Source: an optimization exercise on an open RTL-to-GDS flow (aim: small area, a short achievable clock period and few clock cycles per item). Production flows keep margins and buffers that such runs may drop. Function was checked by simulation only, so behaviour that the tests miss may differ from the original. No activity file was given, so power comes from the tool's default toggle rates.

Design md5_hash_engine_top, start of the top module:
module md5_hash_engine_top (
  input  logic                clk,
  input  logic                rst_n,
  input  md5_pkg::md5_in_t    in_data,
  input  logic                in_push,
  output logic                in_full,
  output md5_pkg::md5_out_t   out_data,
  output logic                out_empty,
  input  logic                out_pop
);
Size: ~5,100 cells after synthesis, about 77 I/O pins, ~55,000 um^2 of cells after synthesis.
export LEC_CHECK = 0
export CAP_MARGIN = 20
export CORE_MARGIN = 2
export CORE_UTILIZATION = 55
export CTS_BUF_LIST = sky130_fd_sc_hd__clkbuf_4 sky130_fd_sc_hd__clkbuf_8
export SETUP_SLACK_MARGIN = 5
export SLEW_MARGIN = 20
create_clock -name core_clock -period 11.0 [get_ports {clk}]
run.sh (not shown) runs the stock make flow with config.mk's settings and CLKGATE_MAP_FILE= SYNTH_SCRIPT=/design/flow/synth_recipe.tcl, a recipe that flattens the netlist after the stock synthesis.
The starting point passed the timing, design-rule and antenna checks.
Testbench counts at the start, summed over its fixed seeds: cycles 54,447, bytes 43,719.
Edit:
--- a/flow/design.v
+++ b/flow/design.v
@@ -185,16 +185,16 @@
   logic [31:0] b_r, c_r, d_r;
   logic        nm_r;
   logic [5:0]  step_nxt;
   logic [3:0]  grp_nx;
   logic [31:0] m1_r, m2_r;
   logic [31:0] c_nx, d_nx;
   logic [31:0] binit;
-  logic [4:0]  rs_r;
-  logic [63:0] rot_dbl;
+  logic [1:0]  rg_r;
+  logic [1:0]  rj_r;
   logic [31:0] m1, m2;
   logic [31:0] rg0, rg1, rg2, rg3;
   logic [31:0] rot;
   logic [31:0] xr_r;
   logic [3:0][31:0] chain_r;
   logic        ovld_r;
   logic [1:0]  oidx_r;
@@ -257,16 +257,44 @@
       d_nx = c_r;
     end else begin
       c_nx = nm_r ? IV_C : chain_r[2];
       d_nx = nm_r ? IV_D : chain_r[3];
     end
   end
   always_comb begin
-    rot_dbl = {t, t} << rs_r;
-    rot = rot_dbl[63:32];
+    case (rj_r)
+      2'd0: rg0 = {t[24:0], t[31:25]};
+      2'd1: rg0 = {t[19:0], t[31:20]};
+      2'd2: rg0 = {t[14:0], t[31:15]};
+      default: rg0 = {t[9:0], t[31:10]};
+    endcase
+    case (rj_r)
+      2'd0: rg1 = {t[26:0], t[31:27]};
+      2'd1: rg1 = {t[22:0], t[31:23]};
+      2'd2: rg1 = {t[17:0], t[31:18]};
+      default: rg1 = {t[11:0], t[31:12]};
+    endcase
+    case (rj_r)
+      2'd0: rg2 = {t[27:0], t[31:28]};
+      2'd1: rg2 = {t[20:0], t[31:21]};
+      2'd2: rg2 = {t[15:0], t[31:16]};
+      default: rg2 = {t[8:0], t[31:9]};
+    endcase
+    case (rj_r)
+      2'd0: rg3 = {t[25:0], t[31:26]};
+      2'd1: rg3 = {t[21:0], t[31:22]};
+      2'd2: rg3 = {t[16:0], t[31:17]};
+      default: rg3 = {t[10:0], t[31:11]};
+    endcase
+    case (rg_r)
+      2'd0:    rot = rg0;
+      2'd1:    rot = rg1;
+      2'd2:    rot = rg2;
+      default: rot = rg3;
+    endcase
   end
   always_comb begin
     case (step_r[1:0])
       2'd1:    csel = nm_r ? IV_A : chain_r[0];
       2'd2:    csel = nm_r ? IV_D : chain_r[3];
       default: csel = nm_r ? IV_C : chain_r[2];
     endcase
@@ -546,32 +574,16 @@
         end
       end
     end
   end
   assign step_nxt = (comp && !abort) ? step_r + 6'd1 : 6'd0;
   always_ff @(posedge clk) begin
     step_r <= step_nxt;
-    case ({step_nxt[5:4], step_nxt[1:0]})
-      4'd0:  rs_r <= 5'd7;
-      4'd1:  rs_r <= 5'd12;
-      4'd2:  rs_r <= 5'd17;
-      4'd3:  rs_r <= 5'd22;
-      4'd4:  rs_r <= 5'd5;
-      4'd5:  rs_r <= 5'd9;
-      4'd6:  rs_r <= 5'd14;
-      4'd7:  rs_r <= 5'd20;
-      4'd8:  rs_r <= 5'd4;
-      4'd9:  rs_r <= 5'd11;
-      4'd10: rs_r <= 5'd16;
-      4'd11: rs_r <= 5'd23;
-      4'd12: rs_r <= 5'd6;
-      4'd13: rs_r <= 5'd10;
-      4'd14: rs_r <= 5'd15;
-      default: rs_r <= 5'd21;
-    endcase
+    rg_r   <= step_nxt[5:4];
+    rj_r   <= step_nxt[1:0];
     rslot_r <= (st_nxt == C_COMP) ? slot_n : 4'd0;
     b_r    <= b_step;
     c_r    <= c_nx;
     d_r    <= d_nx;
     m1_r   <= (st_nxt == C_COMP) ? m1 : 32'h0;
     m2_r   <= (st_nxt == C_COMP) ? m2 : 32'h0;
     xr_r   <= (st_nxt == C_COMP) ? xa + kc + buf_r[rslot_r] : 32'h0;
What happened: Power increases by a few percent. Via count grows by a few percent. Hold slack degrades by 0.014 ns. Count of clock-buffer cells in the layout goes down by 11. Flip-flop and latch count is lower by 5. Wire length climbs by roughly a tenth. Global-route usage increases by 3.0 points. First-iteration DRC count is higher by roughly a tenth. Design area climbs by a few percent. Synthesized area climbs slightly. Non-clock buffer count climbs by 62.
Testbench counts after the change, summed over its fixed seeds: cycles 54,447, bytes 43,719.

-- what the ideal ports hide --
Ports are ideal in the flow. The routed layouts listed here were re-timed in OpenROAD.
Step 1 sets driving cells, clkbuf_16 on the clock port and buf_2 on the other inputs (assumed; they add their load-dependent delay and slew).
Step 2 moves the port delays by t, midway between the first and last clock arrival at a register: inputs arrive t later, outputs are due t later. That takes back most of the time a late clock gives input paths.
Three values: ideal, step 1, step 2; two values: the first two.
| run | t (ns) | slack for setup (ns) | latest minus earliest clock arrival (ns) | worst slew at a driven data input, ns |
|---|---|---|---|---|
| the first run | 0.949 | 4.466 / 4.466 / 4.137 | 0.053 / 0.053 | 0.06 |
| the second run | 0.943 | 4.511 / 4.511 / 4.325 | 0.081 / 0.082 | 0.05 |
After both steps every run listed still meets setup and hold. The setup slack of the first run, which loses most, moves by 0.000 ns with the drivers and by -0.329 ns with both steps.
